From an optimization exercise on the open Yosys and OpenROAD flow, aimed at small area, a short achievable clock period and few clock cycles per item; shortcuts taken in it are not production practice.
Function was not checked in any run shown here: the RTL went through the layout flow alone.
Power figures rest on the tool's default switching activity, not on a simulated workload.

`flow/config.mk`:
```
export PLATFORM = sky130hd
export DESIGN_NAME = bicubic_resizer
export DESIGN_NICKNAME = bicubic_resizer
export VERILOG_FILES = /design/flow/design.v
export SDC_FILE = /design/flow/constraint.sdc
export NUM_CORES = 4
export LEC_CHECK = 0
export ABC_AREA = 1
export CAP_MARGIN = 20
export CORE_MARGIN = 2
export CORE_UTILIZATION = 40
export CTS_CLUSTER_DIAMETER = 80
export CTS_CLUSTER_SIZE = 24
export SETUP_SLACK_MARGIN = 5
export SLEW_MARGIN = 20
```
`flow/constraint.sdc`:
```
create_clock -name core_clock -period 8.0 [get_ports {i_clk}]
set_input_delay 1.6000 -clock core_clock [delete_from_list [all_inputs] [get_ports {i_clk}]]
set_output_delay 1.6000 -clock core_clock [all_outputs]
set_load 0.01 [all_outputs]
```
`flow/design.v`:
```
package resizer_pkg;
   localparam int FRAME_W = 8;              
   localparam int FRAME_H = 6;              
   localparam int COL_W   = 4;              
   localparam int ROW_W   = 3;              
   localparam int ADDR_W  = 6;              
   localparam int TAP_OUTER  = -1;          
   localparam int TAP_INNER  = 9;           
   localparam int ROUND_ADD  = 128;         
   localparam int NORM_SHIFT = 8;           
   typedef struct packed {
      logic [7:0] b;
      logic [7:0] g;
      logic [7:0] r;
   } pixel_t;
   typedef struct packed {
      pixel_t row0;                         
      pixel_t row1;                         
      pixel_t row2;                         
      pixel_t row3;                         
   } column_t;
   localparam int COLUMN_BITS = 4 * 24;     
   typedef struct packed {
      logic col_valid;                      
      logic eol;                            
      logic eof;                            
   } beat_tag_t;
endpackage
`timescale 1ns/10ps
module bicubic_resizer (
   input  logic        i_clk,
   input  logic        i_rstn,
   input  logic [31:0] i_s_data,               
   input  logic        i_s_valid,
   output logic        o_s_ready,
   output resizer_pkg::pixel_t      o_m_data,
   output logic        o_m_valid,
   output logic        o_m_eol,
   output logic        o_m_eof,
   input  logic        i_m_ready
);
   logic [23:0] in_pix;
   logic        in_v;
   logic [23:0] r0 [8];
   logic [23:0] r1 [8];
   logic [23:0] r2 [8];
   logic [2:0] x;           
   logic [2:0] r;           
   logic       prev;        
   logic       tpend;       
   logic       tis5;        
   logic       ph;          
   logic       ft;          
   logic       tc;          
   logic       sk_v;        
   logic       adv;         
   assign adv = ~sk_v;
   logic       st_norm, st_ph, st_ft, st_sh;
   logic [2:0] c;           
   logic       vstep;       
   logic       tonly;       
   logic       vrow5;
   assign c     = ft ? {2'b00, tc} : x;
   assign vstep = (st_norm & (r >= 3'd2)) | ((st_norm | st_ph) & prev);
   assign tonly = (st_ph & ~prev) | st_ft;
   assign vrow5 = prev & (r == 3'd1);
   function automatic logic [3:0] tap_sel(input logic pv, input logic [2:0] rr);
      tap_sel = {~pv & (rr == 3'd2), pv & (rr == 3'd1), pv & (rr == 3'd1), pv & (rr == 3'd0)};
   endfunction
   logic sel_a1, sel_c1, sel_d1, sel_d0;
   logic [23:0] h0, h1, h2;
   logic [23:0] ta, tb, tc_, td;
   assign h0  = r0[0];
   assign h1  = r1[0];
   assign h2  = r2[0];
   assign ta  = sel_a1 ? h1 : h2;
   assign tb  = h1;
   assign tc_ = sel_c1 ? h1 : h0;
   assign td  = sel_d1 ? h1 : (sel_d0 ? h0 : in_pix);
   logic       e_em, e_hv, e_t0, e_c0, e_c7, e_sub, e_eol, e_eof;
   always_comb begin
      e_em  = 1'b0;
      e_hv  = 1'b0;
      e_t0  = 1'b0;
      e_eol = 1'b0;
      e_eof = 1'b0;
      e_c0  = (c == 3'd0);
      e_c7  = (c == 3'd7);
      e_sub = (c >= 3'd2);
      if (vstep) begin
         e_hv = 1'b1;
         e_em = (c >= 3'd2) | tpend;
      end else if (tonly) begin
         e_t0 = (c == 3'd0);
         e_em = 1'b1;
      end
      if (c == 3'd1 && tpend) begin
         e_eol = 1'b1;
         e_eof = tis5;
      end
   end
   always_ff @(posedge i_clk) begin
      if (st_sh) begin
         for (int j = 0; j < 7; j++) begin
            r0[j] <= r0[j+1];
            r1[j] <= r1[j+1];
            r2[j] <= r2[j+1];
         end
         r0[7] <= in_pix;
         r1[7] <= r0[0];
         r2[7] <= r1[0];
      end
   end
   logic       prev_n, tpend_n, tis5_n, ph_n, ft_n, tc_n;
   logic [2:0] x_n, r_n;
   always_comb begin
      prev_n  = prev;
      tpend_n = tpend;
      tis5_n  = tis5;
      x_n     = x;
      r_n     = r;
      ph_n    = ph | st_ph;
      ft_n    = ft | st_ft;
      tc_n    = tc;
      if (vstep && c == 3'd7) begin
         tpend_n = 1'b1;
         tis5_n  = vrow5;
         if (vrow5) prev_n = 1'b0;
      end else if ((vstep || tonly) && c == 3'd1) begin
         tpend_n = 1'b0;
      end
      if (st_norm && x == 3'd7 && r == 3'd5) prev_n = 1'b1;
      if (st_norm || st_ph) begin
         x_n = x + 3'd1;
         if (x == 3'd7) r_n = (r == 3'd5) ? 3'd0 : r + 3'd1;
      end
      if (st_ph && r == 3'd2 && x == 3'd1) begin      
         x_n  = 3'd0;
         r_n  = 3'd0;
         ph_n = 1'b0;
      end
      if (st_ft) begin
         tc_n = ~c[0];
         if (c[0]) ft_n = 1'b0;
      end
   end
   always_ff @(posedge i_clk) begin
      if (!i_rstn) begin
         x     <= '0;
         r     <= '0;
         prev  <= 1'b0;
         tpend <= 1'b0;
         tis5  <= 1'b0;
         ph    <= 1'b0;
         ft    <= 1'b0;
         tc    <= 1'b0;
         {sel_a1, sel_c1, sel_d1, sel_d0} <= '0;
      end else begin
         x     <= x_n;
         r     <= r_n;
         prev  <= prev_n;
         tpend <= tpend_n;
         tis5  <= tis5_n;
         ph    <= ph_n;
         ft    <= ft_n;
         tc    <= tc_n;
         {sel_a1, sel_c1, sel_d1, sel_d0} <= tap_sel(prev_n, r_n);
      end
   end
   logic take, in_v_n, sk_v_n, hd_free, idle_n;
   assign take    = o_s_ready & i_s_valid;
   assign in_v_n  = take | (in_v & ~st_norm);
   assign idle_n  = ~sk_v_n & ~ph_n & ~ft_n & ~in_v_n;    
   always_ff @(posedge i_clk) begin
      if (~in_v | st_norm) in_pix <= i_s_data[23:0];     
   end
   always_ff @(posedge i_clk) begin
      if (!i_rstn) begin
         in_v      <= 1'b0;
         o_s_ready <= 1'b1;
         st_norm   <= 1'b0;
         st_ph     <= 1'b0;
         st_ft     <= 1'b0;
         st_sh     <= 1'b0;
      end else begin
         in_v      <= in_v_n;
         o_s_ready <= ~in_v_n | (~sk_v_n & ~ph_n & ~ft_n);
         st_norm   <= ~sk_v_n & ~ph_n & ~ft_n & in_v_n;
         st_ph     <= (~sk_v_n & ph_n) | (idle_n & prev_n & x_n == 3'd0 & r_n == 3'd0);
         st_ft     <= (~sk_v_n & ft_n) | (idle_n & ~prev_n & tpend_n);
         st_sh     <= (~sk_v_n & ~ph_n & ~ft_n & in_v_n) | (~sk_v_n & ph_n)
                      | (idle_n & prev_n & x_n == 3'd0 & r_n == 3'd0);
      end
   end
   logic [2:0][8:0] p1_bc, p1_ad;
   logic p1_em, p1_hv, p1_t0, p1_c0, p1_c7, p1_sub, p1_eol, p1_eof;
   always_ff @(posedge i_clk) begin
      if (adv) begin
         for (int ch = 0; ch < 3; ch++) begin
            p1_bc[ch] <= {1'b0, tb[ch*8 +: 8]} + {1'b0, tc_[ch*8 +: 8]};
            p1_ad[ch] <= {1'b0, ta[ch*8 +: 8]} + {1'b0, td[ch*8 +: 8]};
         end
         p1_c0  <= e_c0;
         p1_c7  <= e_c7;
         p1_sub <= e_sub;
         p1_eol <= e_eol;
         p1_eof <= e_eof;
      end
   end
   logic signed [13:0] vs [3];
   logic p2_em, p2_hv, p2_t0, p2_sub, p2_eol, p2_eof;
   logic p2_c0, p2_nc0, p2_nc07;
   always_ff @(posedge i_clk) begin
      if (adv && p1_hv) begin
         for (int ch = 0; ch < 3; ch++)
            vs[ch] <= $signed({1'b0, p1_bc[ch], 3'b000}) + $signed({4'b0, p1_bc[ch]})
                      - $signed({4'b0, p1_ad[ch]}) + 14'sd8;
      end
   end
   always_ff @(posedge i_clk) begin
      if (adv) begin
         p2_c0   <= p1_c0;
         p2_nc0  <= ~p1_c0;
         p2_nc07 <= ~(p1_c0 | p1_c7);
         p2_sub <= p1_sub;
         p2_eol <= p1_eol;
         p2_eof <= p1_eof;
      end
   end
   logic signed [17:0] q1 [3];
   logic signed [16:0] q2 [3];
   logic signed [13:0] q3 [3];
   logic signed [17:0] q1_a [3], q1_b [3], q1_n [3], bt [3];
   logic signed [16:0] q2_b [3], q2_c [3], q2_n [3];
   always_comb begin
      for (int ch = 0; ch < 3; ch++) begin
         q1_a[ch] = p2_c0 ? (18'(q3[ch]) <<< 3) : (18'(vs[ch]) <<< 3);
         q1_b[ch] = p2_nc07 ? 18'(vs[ch]) : 18'sd0;
         q1_n[ch] = 18'(q2[ch]) + q1_a[ch] + q1_b[ch];
         q2_b[ch] = p2_nc0 ? 17'(vs[ch]) : 17'sd0;
         q2_c[ch] = p2_nc0 ? 17'(q3[ch]) : 17'sd0;
         q2_n[ch] = (17'(vs[ch]) <<< 3) + q2_b[ch] - q2_c[ch];
         bt[ch]   = q1[ch] - (p2_sub ? 18'(vs[ch]) : 18'sd0);
      end
   end
   always_ff @(posedge i_clk) begin
      if (adv) begin
         for (int ch = 0; ch < 3; ch++) begin
            if (p2_hv || p2_t0) q1[ch] <= q1_n[ch];
            if (p2_hv) begin
               q2[ch] <= q2_n[ch];
               q3[ch] <= vs[ch];
            end
         end
      end
   end
   always_ff @(posedge i_clk) begin
      if (!i_rstn) begin
         p1_em <= 1'b0;
         p1_hv <= 1'b0;
         p1_t0 <= 1'b0;
         p2_em <= 1'b0;
         p2_hv <= 1'b0;
         p2_t0 <= 1'b0;
      end else if (adv) begin
         p1_em <= e_em;
         p1_hv <= e_hv;
         p1_t0 <= e_t0;
         p2_em <= p1_em;
         p2_hv <= p1_hv;
         p2_t0 <= p1_t0;
      end
   end
   function automatic logic [7:0] clip(input logic [9:0] acc);    
      if (acc[9])      clip = 8'd0;
      else if (acc[8]) clip = 8'd255;
      else             clip = acc[7:0];
   endfunction
   logic [25:0] pushd;
   logic [25:0] sk;
   logic        push;
   assign pushd   = {p2_eol, p2_eof, clip(bt[2][17:8]), clip(bt[1][17:8]), clip(bt[0][17:8])};
   assign push    = adv & p2_em;
   assign hd_free = ~o_m_valid | i_m_ready;
   assign sk_v_n  = ~hd_free & (sk_v | push);
   always_ff @(posedge i_clk) begin
      if (!i_rstn) begin
         o_m_valid <= 1'b0;
         sk_v      <= 1'b0;
      end else begin
         sk_v <= sk_v_n;
         if (hd_free) o_m_valid <= sk_v | push;
      end
   end
   always_ff @(posedge i_clk) begin
      if (hd_free) {o_m_eol, o_m_eof, o_m_data} <= sk_v ? sk : pushd;
      if (push) sk <= pushd;
   end
endmodule
```
`flow/run.sh`:
```
#!/bin/bash
# synth_recipe.tcl (not shown) runs the flow's synth.tcl, then flattens the netlist and writes it again
# the make line also repeats each setting of config.mk as NAME=value (left out here)
make -C /OpenROAD-flow-scripts/flow DESIGN_CONFIG=/design/flow/config.mk WORK_HOME=/design/flow/orfs CLKGATE_MAP_FILE= SYNTH_SCRIPT=/design/flow/synth_recipe.tcl finish
```
==> results of run 1 <==
[layer usage]
| layer | wire length, um | part of all wire [%] | vias to the layer above |
|---|---|---|---|
| met5 | 0 | 0 | - |
| li1 | - | - | 12957 |
| met4 | 1810 | 2.2 | 0 |
| met2 | 38400 | 46 | 342 |
| met1 | 40100 | 48 | 12415 |
| met3 | 2620 | 3.2 | 97 |
[where the power goes]
| group | total [uW] | switching (uW) | internal, uW |
|---|---|---|---|
| sequential | 7060 | 300 | 6760 |
| combinational | 7200 | 4340 | 2860 |
| clock | 2900 | 1630 | 1270 |
[stage by stage]
| step | worst slack, ns | utilization, % | cell area [um^2] | power, uW | std cells |
|---|---|---|---|---|---|
| after floorplan | 3.36 | - | 45200 | 11900 | 3736 |
| after global placement | 4.58 | 42.4 | 47600 | 13500 | 5264 |
| after detailed placement | 4.58 | 42.4 | 47600 | 13600 | 5264 |
| after CTS | 4.90 | 44.2 | 49700 | 16700 | 5352 |
| after global routing | 4.86 | 45.3 | 50900 | 18500 | 5387 |
| final | 4.99 | 45.3 | 50900 | 17200 | 5388 |
[worst max-delay path by stage]
stage               cells after the start      start         to  slack [ns]
global route                           12      p2_c0  q1[0][11]        4.86
detailed placement                     11      p2_c0  q1[0][11]        4.58
finish                                 12      p2_c0  q1[0][11]        4.99
global placement                       10  i_m_ready      st_sh        4.58
floorplan                               0      st_sh   r0[0][0]        3.36
CTS                                    12      p2_c0  q1[0][11]        4.90
[placed cells by master (no fill, tap or decap), types with 25 or more instances in the layout]
master	instances
a21oi_1	157
buf_4	48
nand3_1	115
xnor2_1	32
a21o_1	25
mux2_2	26
a21oi_2	46
dfxtp_1	27
xor2_1	133
nor2_1	159
nand2_2	35
clkbuf_16	57
edfxtp_1	906
inv_1	552
nand3_2	40
ha_1	238
fa_1	111
ha_4	37
nand2_1	674
o21ai_0	121
o21ai_1	28
clkdlybuf4s50_1	27
[what timing repair did]
item	CTS	global route
buffers inserted	7	31
gates resized for setup	107	218
setup endpoints to repair	91	104
pin swaps	9	47
gates cloned	3	4
[final cells by class]
cell class	instances	area (um^2)	area share (%)
Sequential cell	935	27800	54.6
Timing Repair Buffer	125	1320	2.58
Clock inverter	23	299	0.587
Inverter	558	2100	4.12
Clock buffer	55	1340	2.64
Multi-Input combinational cell	2191	16200	31.8
Antenna cell	1	2.50	0.00491
Tap cell	1500	1880	3.69
[state kept, by name, indices dropped and copies added (netlist names), 26 cells and up]
signal	cells
q3	42
r2	192
vs	42
sk	26
q2	51
p1_ad	27
q1	54
r0	192
p1_bc	27
r1	192
[cells by family (layout without fill, tap and decap cells)]
family | after synthesis | count (layout) | share of synthesized area, %
AO/OA/AOI/OAI | 463 | 463 | 5.58
XOR/XNOR | 165 | 165 | 3.20
adder cells (fa/ha/maj) | 399 | 399 | 12.9
buffers and inverters | 610 | 761 | 5.14
flip-flops | 935 | 935 | 61.5
multiplexers | 27 | 27 | 0.673
other | 0 | 1 | 0
AND/OR/NAND/NOR | 1137 | 1137 | 11.0
==> results.ini, run 1 <==
[job]
maxCapViolCount=0

[sta]
fmax_mhz=332
rsz0062_at_grt=yes
worstMarginPinSlew_ns=1.07
hold-worst-slack_ns=0.415
hold_viol=0
clock_skew_ns=0.0382
max_slew_margin_pct=28.8
finalCriticalPeriod_ns=3.01
finalSetupTns_ns=0
finalSetupViolations=0
drv_slew=0
period_share_pct=37.7

[yosys]
yosys_register_bits=935
synth_top_area_share_pct=60.2
ys.flop_type=edfxtp_1
synth_fp_nets=4171
postSynthAreaPerCell_um2=12.1
synthCells=3736
synth_commonest_cells=906 x edfxtp_1, 695 x nand2_1, 553 x inv_1
synth_async_sr_flop_share_pct=0
synth_area_leaders=edfxtp_1 60%, ha_1 7.9%, nand2_1 5.8%, fa_1 5.0%, inv_1 4.6%
ys_types=46
syn_area_um2=45200
yosys_warnings=15
synth_top_area_cell=edfxtp_1
ys_seq_area_share_pct=61.5
synth_edf_count=906
yosysMostFrequentCell=edfxtp_1

[floorplanning]
coreArea_um2=112000
design.die.area_um2=116000
ioPinCount=64
initial_core_util_pct=40.2
fp.dieW_um=340
die_h_um=340
num_rows=123

[critical_path]
reg2reg_slack_ns=4.99
cp_max_fo=13
cpMaxStageDelayCell=fa_1
worstPathRequired_ns=8.40
crit_type=flip-flop to flip-flop
timing.rr.end=q1[0][11]
cp.arrival_ns=3.42
path_delay_family=adder cells
end_kind=flip-flop
cpPeakStageDelay_ns=0.53
cp.buffers_inverters=2
crit_path_frequent_cell=nand3_1
ff2ff_path_depth=12
r2r_start=p2_c0
crit_path_start_kind=flip-flop
path_cells=buf_6 -> buf_12 -> mux2_2 -> fa_1 -> ha_4 -> nand3_1 -> nand3_2 -> a21oi_4 -> o21ai_2 -> nand3_1 -> nand2_1 -> xor2_1

[min_path]
worstHoldStart=r1[7][19]
hp-class=flip-flop to flip-flop
hold_depth=0
whs_endpoint=r1[6][19]

[placed_design]
numPortBuffers=55
post-dp-hpwl_um=56900
routabilityCongestion=0.812

[clock_network]
clockBufferDepth=3
clk_latency_ns=0.67
cts-root-buf=clkbuf_16
clk_pin_slew_worst_paths_ns=0.09
ctsHoldBuffers=0
cts_sinks=935
cts_made_buffers=52
cts_tree=yes
htreeDepth=2

[global_routing]
use_met2_pct=22.6
grt_overflow=0
busiest_layer=met2
grt_pass1_vias=25279
grt_usage_pct=14.0
gr-usage-met3_pct=1.81
grt_max_degree=182
antenna_found_initial=4
grt_pass1_wl_um=131000
met1_usage_pct=19.9

[drt]
wl_per_cell_um=15.4
ant_nets=0
firstDrtPassIters=5
via_per_inst=4.79
route.detailed.drc=0
vias=25811
first_iter_violations=1771
wirelength_um=83000

[layout]
area_growth_pct=12.7
fin_nets=4298
fill_cells=10128
drive_gt1_share_pct=11.3

[pwr]
max-vdd-ir-drop_mv=0.244
p_leak_uw=0.0207
p_per_area_nw_per_um2=337

[run_status]
status=complete, no violations

==> inputs of run 2 (changes only) <==
--- a/flow/config.mk
+++ b/flow/config.mk
@@ -9,7 +9,7 @@
 export CAP_MARGIN = 20
 export CORE_MARGIN = 2
 export CORE_UTILIZATION = 40
-export CTS_CLUSTER_DIAMETER = 80
-export CTS_CLUSTER_SIZE = 24
+export CTS_CLUSTER_DIAMETER = 100
+export CTS_CLUSTER_SIZE = 28
 export SETUP_SLACK_MARGIN = 5
 export SLEW_MARGIN = 20
==> run 2 against run 1 <==
- sequential cell count unchanged
- first-iteration DRC count fell by 4.7%
- routed wire length is 0.66% lower
- sequential power barely moved
- via count fell by 0.12%
- critical path depth is 3 higher
- count of clock-buffer cells in the layout down 9
- die area stayed put
- total power fell by 1.6%
==> results.ini, run 2 <==
[critical_path]
path_delay_family=adder cells  ; unchanged
crit_path_start_kind=flip-flop  ; unchanged
end_kind=flip-flop  ; unchanged
crit_type=flip-flop to flip-flop  ; unchanged
cp_max_fo=7  ; was 13
cpPeakStageDelay_ns=0.50  ; was 0.53 ns
path_cells=buf_6 -> buf_12 -> buf_12 -> mux2_4 -> fa_1 -> ha_4 -> nand3_2 -> nand3_2 -> nand3_2 -> nand2_2 -> nand3_2 -> nand2_2 -> nand2_2 -> o21ai_2 -> xor2_1  ; was buf_6 -> buf_12 -> mux2_2 -> fa_1 -> ha_4 -> nand3_1 -> nand3_2 -> a21oi_4 -> o21ai_2 -> nand3_1 -> nand2_1 -> xor2_1
cpMaxStageDelayCell=fa_1  ; unchanged
worstPathRequired_ns=8.37  ; was 8.40 ns
cp.buffers_inverters=3  ; was 2
reg2reg_slack_ns=4.89  ; was 4.99 ns
crit_path_frequent_cell=nand3_2  ; was nand3_1
cp.arrival_ns=3.48  ; was 3.42 ns

[yosys]
ys.flop_type=edfxtp_1  ; unchanged
synth_commonest_cells=906 x edfxtp_1, 695 x nand2_1, 553 x inv_1  ; unchanged
postSynthAreaPerCell_um2=12.1  ; unchanged
ys_seq_area_share_pct=61.5  ; unchanged
synthCells=3736  ; unchanged
synth_fp_nets=4171  ; unchanged
synth_edf_count=906  ; unchanged
yosysMostFrequentCell=edfxtp_1  ; unchanged
ys_types=46  ; unchanged
synth_area_leaders=edfxtp_1 60%, ha_1 7.9%, nand2_1 5.8%, fa_1 5.0%, inv_1 4.6%  ; unchanged
synth_top_area_cell=edfxtp_1  ; unchanged
yosys_warnings=15  ; unchanged
synth_top_area_share_pct=60.2  ; unchanged
yosys_register_bits=935  ; unchanged
synth_async_sr_flop_share_pct=0  ; unchanged
syn_area_um2=45200  ; unchanged

[clock_network]
clk_latency_ns=0.64  ; was 0.67 ns
ctsHoldBuffers=0  ; unchanged
clockBufferDepth=3  ; unchanged
cts-root-buf=clkbuf_16  ; unchanged
clk_pin_slew_worst_paths_ns=0.11  ; was 0.09 ns
cts_sinks=935  ; unchanged
cts_tree=yes  ; unchanged
htreeDepth=2  ; unchanged
cts_made_buffers=45  ; was 52

[floorplanning]
die_h_um=340  ; unchanged
initial_core_util_pct=40.2  ; unchanged
coreArea_um2=112000  ; unchanged
ioPinCount=64  ; unchanged
design.die.area_um2=116000  ; unchanged
fp.dieW_um=340  ; unchanged
num_rows=123  ; unchanged

[drt]
wl_per_cell_um=15.3  ; was 15.4 um
wirelength_um=82400  ; was 83000 um
ant_nets=0  ; unchanged
firstDrtPassIters=5  ; unchanged
vias=25779  ; was 25811
via_per_inst=4.80  ; was 4.79
route.detailed.drc=0  ; unchanged
first_iter_violations=1688  ; was 1771

[placed_design]
routabilityCongestion=0.812  ; unchanged
post-dp-hpwl_um=56900  ; unchanged
numPortBuffers=55  ; unchanged

[layout]
fin_nets=4287  ; was 4298
area_growth_pct=11.8  ; was 12.7%
fill_cells=10191  ; was 10128
final_common_cell=edfxtp_1  ; unchanged
layout_common_cells=906 x edfxtp_1, 679 x nand2_1, 550 x inv_1, 247 x ha_1, 167 x a21oi_1  ; was 906 x edfxtp_1, 674 x nand2_1, 552 x inv_1, 238 x ha_1, 159 x nor2_1
reg_top3=r0 (192), r1 (192), r2 (192)  ; unchanged
drive_gt1_share_pct=10.2  ; was 11.3%

[sta]
rsz0062_at_grt=yes  ; unchanged
fmax_mhz=322  ; was 332 MHz
period_share_pct=38.9  ; was 37.7%
finalSetupTns_ns=0  ; unchanged
max_slew_margin_pct=28.8  ; about the same
finalSetupViolations=0  ; unchanged
hold_viol=0  ; unchanged
drv_slew=0  ; unchanged
finalCriticalPeriod_ns=3.11  ; was 3.01 ns
clock_skew_ns=0.0308  ; was 0.0382 ns
worstMarginPinSlew_ns=1.07  ; about the same

[global_routing]
grt_overflow=0  ; unchanged
grt_usage_pct=13.9  ; was 14.0%
grt_pass1_vias=25214  ; was 25279
grt_pass1_wl_um=130000  ; was 131000 um
antenna_found_initial=4  ; unchanged
grt_max_degree=182  ; unchanged

[pwr]
max-vdd-ir-drop_mv=0.251  ; was 0.244 mV
p_leak_uw=0.0206  ; was 0.0207 uW
p_total_uw=16900  ; was 17200 uW
p_per_area_nw_per_um2=334  ; was 337 nW/um^2

[run_status]
status=complete, no violations  ; unchanged

[job]
maxCapViolCount=0  ; unchanged

[min_path]
hp-class=flip-flop to flip-flop  ; unchanged

## run 2: cell counts after synthesis
No cell type changed its count.
## run 2: cells by family after synthesis
family | Yosys count | share of synthesized area [%]
compound gates | 463 | 5.58
xor+xnor | 165 | 3.20
fa+ha+maj | 399 | 12.9
buf+inv | 610 | 5.14
flops | 935 | 61.5
mux | 27 | 0.673
simple gates | 1137 | 11.0
## run 2: final timing paths
check                 start   endpoint  depth (start not counted)
setup / recovery      p2_c0  q1[1][13]                         15
hold / removal    r0[5][22]  r0[4][22]                          0
setup reg to reg      p2_c0  q1[1][13]                         15
hold reg to reg   r0[5][22]  r0[4][22]                          0
## run 2: timing repair
action,in CTS,in global routing
setup endpoints to repair,91,101
buffers inserted,13,21
pin swaps,18,43
resized for setup,139,143
hold endpoints to repair,0,0
gates cloned,4,3
## run 2: layout make-up
type,instances,area [um^2],area share [%]
multi-input cells,2191,16000,31.7
clock inverters,18,300,0.594
repair buffers,121,1300,2.57
diodes,1,2.50,0.00495
well taps,1500,1880,3.72
clock buffers,46,1130,2.24
inverters,558,2100,4.15
flip-flops and latches,935,27800,55.0
## run 2: report_power, final
part / internal, uW / switching, uW
logic: 2820 / 4310
clock network: 1120 / 1580
registers: 6760 / 299
## run 2: worst reg2reg max path: stages, from the launching register on
cell and delay [ns]:
edfxtp_1 0.47, buf_6 0.16, buf_12 0.13, buf_12 0.14
mux2_4 0.31, fa_1 0.50, ha_4 0.32, nand3_2 0.08
nand3_2 0.10, nand3_2 0.07, nand2_2 0.10, nand3_2 0.08
nand2_2 0.10, nand2_2 0.08, o21ai_2 0.14, xor2_1 0.07
## run 2: stage by stage
step	std cells	util (%)	setup WS [ns]	hold WS, ns	instance area [um^2]
floorplan	3736	-	3.36	0.400	45200
global placement	5264	42.4	4.58	0.400	47600
detailed placement	5264	42.4	4.58	0.405	47600
CTS	5345	44.2	4.89	0.422	49700
global route	5369	45.0	4.75	0.427	50500
finish	5370	45.0	4.89	0.417	50500
## run 2: layer usage
| metal | global-route usage, % | wire, um | vias to the layer above |
|---|---|---|---|
| met3 | 1.68 | 2740 | 99 |
| li1 | - | - | 12935 |
| met5 | 0 | 0 | - |
| met4 | 3.27 | 1760 | 0 |
| met1 | 19.8 | 39900 | 12383 |
| met2 | 22.7 | 38000 | 362 |
==> inputs of run 3 (changes only) <==
--- a/flow/design.v
+++ b/flow/design.v
@@ -193,15 +193,18 @@
       end
    end
    logic [2:0][8:0] p1_bc, p1_ad;
-   logic p1_em, p1_hv, p1_t0, p1_c0, p1_c7, p1_sub, p1_eol, p1_eof;
+   logic p1_em, p1_hv, p1_t0, p1_sub, p1_eol, p1_eof;
+   logic p1_c0, p1_nc0, p1_c07, p1_nc07;           
    always_ff @(posedge i_clk) begin
       if (adv) begin
          for (int ch = 0; ch < 3; ch++) begin
             p1_bc[ch] <= {1'b0, tb[ch*8 +: 8]} + {1'b0, tc_[ch*8 +: 8]};
             p1_ad[ch] <= {1'b0, ta[ch*8 +: 8]} + {1'b0, td[ch*8 +: 8]};
          end
-         p1_c0  <= e_c0;
-         p1_c7  <= e_c7;
+         p1_c0   <= e_c0;
+         p1_nc0  <= ~e_c0;
+         p1_c07  <= e_c0 | e_c7;
+         p1_nc07 <= ~(e_c0 | e_c7);
          p1_sub <= e_sub;
          p1_eol <= e_eol;
          p1_eof <= e_eof;
@@ -209,7 +212,8 @@
    end
    logic signed [13:0] vs [3];
    logic p2_em, p2_hv, p2_t0, p2_sub, p2_eol, p2_eof;
-   logic p2_c0, p2_nc0, p2_nc07;
+   logic p2_k0, p2_k1, p2_k2, p2_k3;             
+   logic p2_g0, p2_g1;                           
    always_ff @(posedge i_clk) begin
       if (adv && p1_hv) begin
          for (int ch = 0; ch < 3; ch++)
@@ -219,9 +223,12 @@
    end
    always_ff @(posedge i_clk) begin
       if (adv) begin
-         p2_c0   <= p1_c0;
-         p2_nc0  <= ~p1_c0;
-         p2_nc07 <= ~(p1_c0 | p1_c7);
+         p2_k0   <= p1_c0;
+         p2_k1   <= ~p1_nc0;
+         p2_k2   <= p1_nc0;
+         p2_k3   <= ~p1_c0;
+         p2_g0   <= p1_nc07;
+         p2_g1   <= ~p1_c07;
          p2_sub <= p1_sub;
          p2_eol <= p1_eol;
          p2_eof <= p1_eof;
@@ -232,13 +239,18 @@
    logic signed [13:0] q3 [3];
    logic signed [17:0] q1_a [3], q1_b [3], q1_n [3], bt [3];
    logic signed [16:0] q2_b [3], q2_c [3], q2_n [3];
+   logic [2:0] sel8q3, addv1, addv2, subq3;      
+   assign sel8q3 = {p2_k0, p2_k1, p2_k0};
+   assign addv1  = {p2_g1, p2_g0, p2_g0};
+   assign addv2  = {~p2_k1, p2_k3, p2_k2};
+   assign subq3  = {p2_k2, p2_k3, p2_k2};
    always_comb begin
       for (int ch = 0; ch < 3; ch++) begin
-         q1_a[ch] = p2_c0 ? (18'(q3[ch]) <<< 3) : (18'(vs[ch]) <<< 3);
-         q1_b[ch] = p2_nc07 ? 18'(vs[ch]) : 18'sd0;
+         q1_a[ch] = sel8q3[ch] ? (18'(q3[ch]) <<< 3) : (18'(vs[ch]) <<< 3);
+         q1_b[ch] = addv1[ch] ? 18'(vs[ch]) : 18'sd0;
          q1_n[ch] = 18'(q2[ch]) + q1_a[ch] + q1_b[ch];
-         q2_b[ch] = p2_nc0 ? 17'(vs[ch]) : 17'sd0;
-         q2_c[ch] = p2_nc0 ? 17'(q3[ch]) : 17'sd0;
+         q2_b[ch] = addv2[ch] ? 17'(vs[ch]) : 17'sd0;
+         q2_c[ch] = subq3[ch] ? 17'(q3[ch]) : 17'sd0;
          q2_n[ch] = (17'(vs[ch]) <<< 3) + q2_b[ch] - q2_c[ch];
          bt[ch]   = q1[ch] - (p2_sub ? 18'(vs[ch]) : 18'sd0);
       end
==> run 3 against run 2 <==
- still clean
- sequential share of layout area increased by 0.49 points
- setup slack improved by 0.11 ns
- via count decreased by 0.75%
- core utilization decreased by 0.21 points
- critical path type unchanged
==> results.ini, run 3 <==
[sta]
finalSetupViolations=0  ; unchanged
finalCriticalPeriod_ns=3.00  ; was 3.11 ns
period_share_pct=37.4  ; was 38.9%
fmax_mhz=334  ; was 322 MHz
rsz0062_at_grt=yes  ; unchanged
hold-worst-slack_ns=0.412  ; was 0.417 ns
max_slew_margin_pct=35.5  ; was 28.8%
finalSetupTns_ns=0  ; unchanged
hold_viol=0  ; unchanged
drv_slew=0  ; unchanged
clock_skew_ns=0.0361  ; was 0.0308 ns
worstMarginPinSlew_ns=0.968  ; was 1.07 ns

[floorplanning]
num_rows=123  ; unchanged
die_h_um=341  ; was 340 um
ioPinCount=64  ; unchanged
initial_core_util_pct=40.3  ; was 40.2%
coreArea_um2=112000  ; about the same
fp.dieW_um=341  ; was 340 um
design.die.area_um2=116000  ; about the same

[global_routing]
antenna_found_initial=0  ; was 4
grt_pass1_wl_um=128000  ; was 130000 um
grt_pass1_vias=24802  ; was 25214
grt_max_degree=172  ; was 182
grt_overflow=0  ; unchanged
grt_usage_pct=13.6  ; was 13.9%

[layout]
fin_nets=4314  ; was 4287
final_common_cell=edfxtp_1  ; unchanged
area_growth_pct=11.0  ; was 11.8%
layout_common_cells=911 x edfxtp_1, 724 x nand2_1, 547 x inv_1, 254 x ha_1, 173 x a21oi_1  ; was 906 x edfxtp_1, 679 x nand2_1, 550 x inv_1, 247 x ha_1, 167 x a21oi_1
drive_gt1_share_pct=9.02  ; was 10.2%
insertedDiodeCount=0  ; was 1
reg_top3=r0 (192), r1 (192), r2 (192)  ; unchanged

[yosys]
postSynthAreaPerCell_um2=12.1  ; about the same
synth_top_area_share_pct=60.3  ; was 60.2%
synth_async_sr_flop_share_pct=0  ; unchanged
syn_area_um2=45400  ; was 45200 um^2
yosys_register_bits=940  ; was 935
synth_fp_nets=4192  ; was 4171
synth_commonest_cells=911 x edfxtp_1, 740 x nand2_1, 550 x inv_1  ; was 906 x edfxtp_1, 695 x nand2_1, 553 x inv_1
ys_seq_area_share_pct=61.6  ; was 61.5%
synth_edf_count=911  ; was 906
synth_top_area_cell=edfxtp_1  ; unchanged
yosys_warnings=15  ; unchanged
yosysMostFrequentCell=edfxtp_1  ; unchanged
ys.flop_type=edfxtp_1  ; unchanged
ys_types=48  ; was 46
synth_area_leaders=edfxtp_1 60%, ha_1 7.9%, nand2_1 6.1%, fa_1 5.0%, inv_1 4.6%  ; was edfxtp_1 60%, ha_1 7.9%, nand2_1 5.8%, fa_1 5.0%, inv_1 4.6%
synthCells=3757  ; was 3736

[clock_network]
htreeDepth=2  ; unchanged
clockBufferDepth=3  ; unchanged
ctsHoldBuffers=0  ; unchanged
cts_sinks=940  ; was 935
clk_pin_slew_worst_paths_ns=0.11  ; about the same
clk_latency_ns=0.65  ; was 0.64 ns
cts-root-buf=clkbuf_16  ; unchanged
cts_tree=yes  ; unchanged
cts_made_buffers=44  ; was 45

[drt]
ant_nets=0  ; unchanged
wl_per_cell_um=14.8  ; was 15.3 um
first_iter_violations=1850  ; was 1688
wirelength_um=80200  ; was 82400 um
vias=25586  ; was 25779
via_per_inst=4.74  ; was 4.80
route.detailed.drc=0  ; unchanged
firstDrtPassIters=5  ; unchanged

[placed_design]
numPortBuffers=55  ; unchanged
routabilityCongestion=0.890  ; was 0.812
post-dp-hpwl_um=56100  ; was 56900 um

[pwr]
pwr-share-clk_pct=16.9  ; was 16.0%
p_sw_share_pct=34.5  ; was 36.6%
p_leak_uw=0.0206  ; about the same
comb_power_share_pct=38.0  ; was 42.2%
internal-power_uw=10200  ; was 10700 uW
max-vdd-ir-drop_mv=0.212  ; was 0.251 mV
p_per_area_nw_per_um2=309  ; was 334 nW/um^2
power_switching_uw=5370  ; was 6180 uW
p_seq_share_pct=45.2  ; was 41.8%

[job]
maxCapViolCount=0  ; unchanged

[min_path]
hold_depth=0  ; unchanged
hp-class=flip-flop to flip-flop  ; unchanged

[critical_path]
cp.buffers_inverters=3  ; unchanged
crit_path_start_kind=flip-flop  ; unchanged
cpPeakStageDelay_ns=0.50  ; about the same
crit_type=flip-flop to flip-flop  ; unchanged
path_cells=buf_4 -> buf_12 -> nor2_1 -> a21oi_1 -> fa_1 -> inv_1 -> ha_1 -> a21oi_2 -> o21ai_0 -> nand2_1 -> nand4_1 -> a31oi_1 -> xor2_1  ; was buf_6 -> buf_12 -> buf_12 -> mux2_4 -> fa_1 -> ha_4 -> nand3_2 -> nand3_2 -> nand3_2 -> nand2_2 -> nand3_2 -> nand2_2 -> nand2_2 -> o21ai_2 -> xor2_1
worstPathRequired_ns=8.38  ; was 8.37 ns
cp.arrival_ns=3.37  ; was 3.48 ns
cp_max_fo=7  ; unchanged
ff2ff_path_depth=13  ; was 15
worstSetupPathDepth=13  ; was 15
cpMaxStageDelayCell=fa_1  ; unchanged
end_kind=flip-flop  ; unchanged
path_delay_family=adder cells  ; unchanged

[run_status]
status=complete, no violations  ; unchanged

-- run 3: cell count changes after synthesis, sizes merged, moves of 3 or more --
cell    delta
nor2      -11
o21bai     +5
edfxtp     +5
o21ai      -4
nand3      +6
nand2     +45
xnor2      -4
a21oi      -8
a21o       -3
-- run 3: repair_timing --
action                     4_1_cts  5_1_grt
hold endpoints to repair         0        0
pin swaps                        1       32
setup endpoints to repair      105      111
setup buffers                   17       27
gates cloned                     4        2
gates resized for setup         69      145
-- run 3: layer usage --
metal | wire length [um] | track usage (%) | vias up
met2 | 35600 | 21.3 | 320
li1 | - | - | 12995
met3 | 2540 | 1.55 | 96
met1 | 40300 | 20.2 | 12175
met5 | 0 | 0 | -
met4 | 1770 | 3.35 | 0
-- run 3: final cells by class --
cell class                 count  area (um^2)
multi-input combinational   2211        15700
inverter                     555         2090
clock buffer                  53         1130
clock inverter                17          238
sequential                   940        27900
fill                       10244        62200
timing repair inverter         1         7.51
tap                         1500         1880
timing repair buffer         126         1310
-- run 3: worst paths after layout --
kind	from	endpoint	slack, ns
max	p2_k0	q1[2][14]	5.00
max reg2reg	p2_k0	q1[2][14]	5.00
min reg2reg	r2[6][0]	r2[5][0]	0.41
min	r2[6][0]	r2[5][0]	0.41
-- run 3: cells by family (layout without fill, tap and decap cells) --
logic type	count (synthesis)	in the layout	share of synthesized area (%)
XOR/XNOR	161	161	3.11
AND/OR/NAND/NOR	1176	1176	11.3
adder cells (fa/ha/maj)	399	399	12.9
flip-flops	940	940	61.6
multiplexers	25	25	0.621
AO/OA/AOI/OAI	450	450	5.42
buffers and inverters	606	752	5.09
-- run 3: power groups by stage --
stage,registers (uW),clock network [uW],logic (uW)
after floorplan,7250,0,4080
after global placement,7160,0,5380
after detailed placement,7190,0,5420
after CTS,7050,2760,5600
after global routing,7110,2910,6770
final,7030,2630,5910
-- run 3: per-stage QoR --
step | cell area [um^2] | total power [uW] | setup WS [ns] | util (%) | std cells
detailed placement | 47800 | 12600 | 3.84 | 42.5 | 5283
finish | 50300 | 15600 | 5.00 | 44.8 | 5403
floorplan | 45400 | 11300 | 3.36 | - | 3757
CTS | 49500 | 15400 | 4.95 | 44.0 | 5374
global route | 50300 | 16800 | 4.84 | 44.8 | 5403
global placement | 47800 | 12500 | 3.82 | 42.5 | 5283
==> inputs of run 4 (changes only) <==
--- a/flow/config.mk
+++ b/flow/config.mk
@@ -9,7 +9,7 @@
 export CAP_MARGIN = 20
 export CORE_MARGIN = 2
 export CORE_UTILIZATION = 40
-export CTS_CLUSTER_DIAMETER = 100
-export CTS_CLUSTER_SIZE = 28
+export CTS_CLUSTER_DIAMETER = 80
+export CTS_CLUSTER_SIZE = 24
 export SETUP_SLACK_MARGIN = 5
 export SLEW_MARGIN = 20
==> run 4 against run 3 <==
- still clean
- clock skew shrank 0.018 ns
- routed wire length up 0.95%
- sequential power hardly changed
- sequential cell count did not move
- total power up 3.1%
- first-iteration DRC count is 5.8% lower
- synthesized cell count stayed put
- critical endpoint is now q1[0][14]
- largest power group unchanged
==> results.ini, run 4 <==
[critical_path]
path_cells=buf_12 -> mux2_4 -> fa_1 -> ha_4 -> a21oi_1 -> nand2_2 -> nand3_1 -> nand4_1 -> a31oi_1 -> xor2_1  ; was buf_4 -> buf_12 -> nor2_1 -> a21oi_1 -> fa_1 -> inv_1 -> ha_1 -> a21oi_2 -> o21ai_0 -> nand2_1 -> nand4_1 -> a31oi_1 -> xor2_1
cp_max_fo=7  ; unchanged
cpMaxStageDelayCell=fa_1  ; unchanged
crit_path_start_kind=flip-flop  ; unchanged
worstPathRequired_ns=8.41  ; was 8.38 ns
reg2reg_slack_ns=5.05  ; was 5.00 ns
cp.arrival_ns=3.36  ; was 3.37 ns
cpPeakStageDelay_ns=0.56  ; was 0.50 ns
crit_type=flip-flop to flip-flop  ; unchanged
ff2ff_path_depth=10  ; was 13
r2r_start=p2_k0  ; unchanged
end_kind=flip-flop  ; unchanged
timing.rr.end=q1[0][14]  ; was q1[2][14]

[global_routing]
grt_max_degree=172  ; unchanged
grt_pass1_wl_um=129000  ; was 128000 um
antenna_found_initial=1  ; was 0
grt_pass1_vias=24871  ; was 24802
grt_usage_pct=13.7  ; was 13.6%
grt_overflow=0  ; unchanged

[pwr]
p_sw_share_pct=34.4  ; was 34.5%
p_per_area_nw_per_um2=314  ; was 309 nW/um^2
pwr-share-clk_pct=18.8  ; was 16.9%
comb_power_share_pct=37.4  ; was 38.0%
internal-power_uw=10500  ; was 10200 uW
power_switching_uw=5520  ; was 5370 uW
p_leak_uw=0.0209  ; was 0.0206 uW
max-vdd-ir-drop_mv=0.213  ; was 0.212 mV
p_seq_share_pct=43.8  ; was 45.2%
p_total_uw=16000  ; was 15600 uW

[yosys]
synth_area_leaders=edfxtp_1 60%, ha_1 7.9%, nand2_1 6.1%, fa_1 5.0%, inv_1 4.6%  ; unchanged
ys.flop_type=edfxtp_1  ; unchanged
synthCells=3757  ; unchanged
postSynthAreaPerCell_um2=12.1  ; unchanged
yosys_warnings=15  ; unchanged
yosysMostFrequentCell=edfxtp_1  ; unchanged
synth_top_area_cell=edfxtp_1  ; unchanged
synth_fp_nets=4192  ; unchanged
synth_top_area_share_pct=60.3  ; unchanged
syn_area_um2=45400  ; unchanged
ys_seq_area_share_pct=61.6  ; unchanged
synth_edf_count=911  ; unchanged
synth_async_sr_flop_share_pct=0  ; unchanged
synth_commonest_cells=911 x edfxtp_1, 740 x nand2_1, 550 x inv_1  ; unchanged
ys_types=48  ; unchanged
yosys_register_bits=940  ; unchanged

[sta]
hold-worst-slack_ns=0.410  ; was 0.412 ns
finalSetupViolations=0  ; unchanged
fmax_mhz=339  ; was 334 MHz
finalSetupTns_ns=0  ; unchanged
period_share_pct=36.9  ; was 37.4%
finalCriticalPeriod_ns=2.95  ; was 3.00 ns
worstMarginPinSlew_ns=0.956  ; was 0.968 ns
max_slew_margin_pct=36.2  ; was 35.5%
rsz0062_at_grt=yes  ; unchanged
fin_ws_ns=5.05  ; was 5.00 ns
hold_viol=0  ; unchanged
drv_slew=0  ; unchanged
clock_skew_ns=0.0181  ; was 0.0361 ns

[min_path]
whs_endpoint=r1[0][18]  ; was r2[5][0]
hold_depth=0  ; unchanged
hp-class=flip-flop to flip-flop  ; unchanged
worstHoldStart=r1[1][18]  ; was r2[6][0]

[layout]
seq_area_um2=27900  ; unchanged
reg_top3=r0 (192), r1 (192), r2 (192)  ; unchanged
final_common_cell=edfxtp_1  ; unchanged
layout_common_cells=911 x edfxtp_1, 710 x nand2_1, 544 x inv_1, 244 x ha_1, 162 x a21oi_1  ; was 911 x edfxtp_1, 724 x nand2_1, 547 x inv_1, 254 x ha_1, 173 x a21oi_1
final_core_util_pct=45.4  ; was 44.8%
multi_input_comb_area_um2=16000  ; was 15700 um^2
insertedDiodeCount=0  ; unchanged
fin_nets=4328  ; was 4314
fill_cells=10177  ; was 10244
area_growth_pct=12.6  ; was 11.0%
drive_gt1_share_pct=11.1  ; was 9.02%

[drt]
dr_wl_met3_um=3100  ; was 2540 um
drt-met1-wl_um=40000  ; was 40300 um
vias=25756  ; was 25586
ant_nets=0  ; unchanged
routed.top_layer=met4  ; unchanged
first_iter_violations=1742  ; was 1850
firstDrtPassIters=6  ; was 5
route.detailed.drc=0  ; unchanged
wl_per_cell_um=14.9  ; was 14.8 um
wl_met2_um=36200  ; was 35600 um
via_per_inst=4.75  ; was 4.74
wirelength_um=81000  ; was 80200 um

[floorplanning]
die_h_um=341  ; unchanged
design.die.area_um2=116000  ; unchanged
initial_core_util_pct=40.3  ; unchanged
ioPinCount=64  ; unchanged
coreArea_um2=112000  ; unchanged
fp.dieW_um=341  ; unchanged
num_rows=123  ; unchanged

[run_status]
status=complete, no violations  ; unchanged

[placed_design]
place_ws_ns=3.84  ; unchanged
numPortBuffers=55  ; unchanged
routabilityCongestion=0.890  ; unchanged
post-dp-hpwl_um=56100  ; unchanged

[clock_network]
ctsHoldBuffers=0  ; unchanged
cts_tree=yes  ; unchanged
htreeDepth=2  ; unchanged
clockBufferDepth=3  ; unchanged
cts_made_buffers=53  ; was 44
cts_sinks=940  ; unchanged
clk_latency_ns=0.65  ; about the same
cts-root-buf=clkbuf_16  ; unchanged
clk_pin_slew_worst_paths_ns=0.10  ; was 0.11 ns

[job]
maxCapViolCount=0  ; unchanged

[run 4: changes by cell type in the layout (fill, tap and decap cells not counted), moves of 5 or more]
cell,before,now
a21oi_1,173,162
a21oi_2,26,34
clkbuf_16,46,56
ha_1,254,244
ha_4,21,30
nand2_1,724,710
nand2_2,31,45
nor2_1,158,150
nor2_2,12,18
o21ai_0,121,116
o21ai_2,9,16
[run 4: cells by family (layout without fill, tap and decap cells)]
group | Yosys count | count (layout) | synth area share [%]
and+or+nand+nor | 1176 | 1176 | 11.3
xor gates and xnor gates | 161 | 161 | 3.11
buffers and inverters | 606 | 777 | 5.09
AOI/OAI and AO/OA | 450 | 450 | 5.42
adders and majority gates | 399 | 399 | 12.9
muxes | 25 | 25 | 0.621
DFF | 940 | 940 | 61.6
[run 4: routing by layer]
layer | vias up | global-route usage [%]
met3 | 93 | 1.67
met1 | 12242 | 20.3
li1 | 13055 | -
met4 | 0 | 3.28
met2 | 366 | 21.4
met5 | - | 0
[run 4: final cells by class]
cell class	count	area share [%]
clock buffer	66	2.70
clock inverter	24	0.686
inverter	555	4.10
multi-input combinational	2211	31.4
sequential	940	54.7
tap	1500	3.68
timing repair buffer	131	2.70
timing repair inverter	1	0.0147
[run 4: stage by stage]
stage,instances,cell area [um^2]
finish,5428,51100
CTS,5393,49900
floorplan,3757,45400
global route,5428,51100
detailed placement,5283,47800
global placement,5283,47800
[run 4: critical path, delay by kind of cell, from the launching register on]
| family | cells | cell delay (ns) |
|---|---|---|
| flops | 1 | 0.51 |
| xor+xnor | 1 | 0.09 |
| simple gates | 3 | 0.37 |
| compound gates | 2 | 0.42 |
| fa+ha+maj | 2 | 0.79 |
| mux | 1 | 0.31 |
| buf+inv | 1 | 0.20 |
[run 4: power by group through the flow]
stage | clock [uW] | sequential (uW) | combinational [uW]
floorplan | 0 | 7250 | 4080
global placement | 0 | 7160 | 5380
detailed placement | 0 | 7190 | 5420
CTS | 3160 | 7050 | 5620
global route | 3300 | 7110 | 6870
finish | 3010 | 7030 | 6000
[run 4: what timing repair did]
item,in CTS,in global routing
buffers inserted,16,32
setup endpoints to repair,105,104
resized for setup,72,220
cloned,4,3
pin swaps,4,50
[run 4: worst max path at each step]
stage,endpoint,slack (ns),start
after CTS,q1[1][15],4.97,p2_k1
final,q1[0][14],5.05,p2_k0
after floorplan,r0[0][0],3.36,st_sh
after detailed placement,q1[1][15],3.84,p2_k1
after global routing,q1[2][14],4.93,p2_k0
after global placement,q1[1][15],3.82,p2_k1

==> what the ideal ports hide <==
Ports are ideal in the flow. The routed layouts listed here were re-timed in OpenROAD. Step 1, drivers: a clkbuf_16 drives i_clk and a buf_2 each remaining input, both assumed. Step 2 adds t to the input delays and takes it off the output delays; t is the mean of the earliest and latest rising clock arrival at the registers after step 1. Input paths then give back, and output paths get back, about the clock's delay inside the block. a / b / c = ideal / step 1 / step 2; a / b = the first two.
run	t (ns)	setup WS [ns]	hold WS [ns]
run 1	0.718	4.986 / 4.986 / 4.636	0.415 / 0.415 / 0.415
run 2	0.690	4.890 / 4.890 / 4.612	0.417 / 0.417 / 0.417
run 3	0.696	5.005 / 5.005 / 4.629	0.412 / 0.412 / 0.412
run 4	0.714	5.052 / 5.018 / 4.622	0.410 / 0.410 / 0.410
After both steps every run listed still meets setup and hold. The setup slack of run 4, which loses most, moves by -0.034 ns with the drivers and by -0.430 ns with both steps.
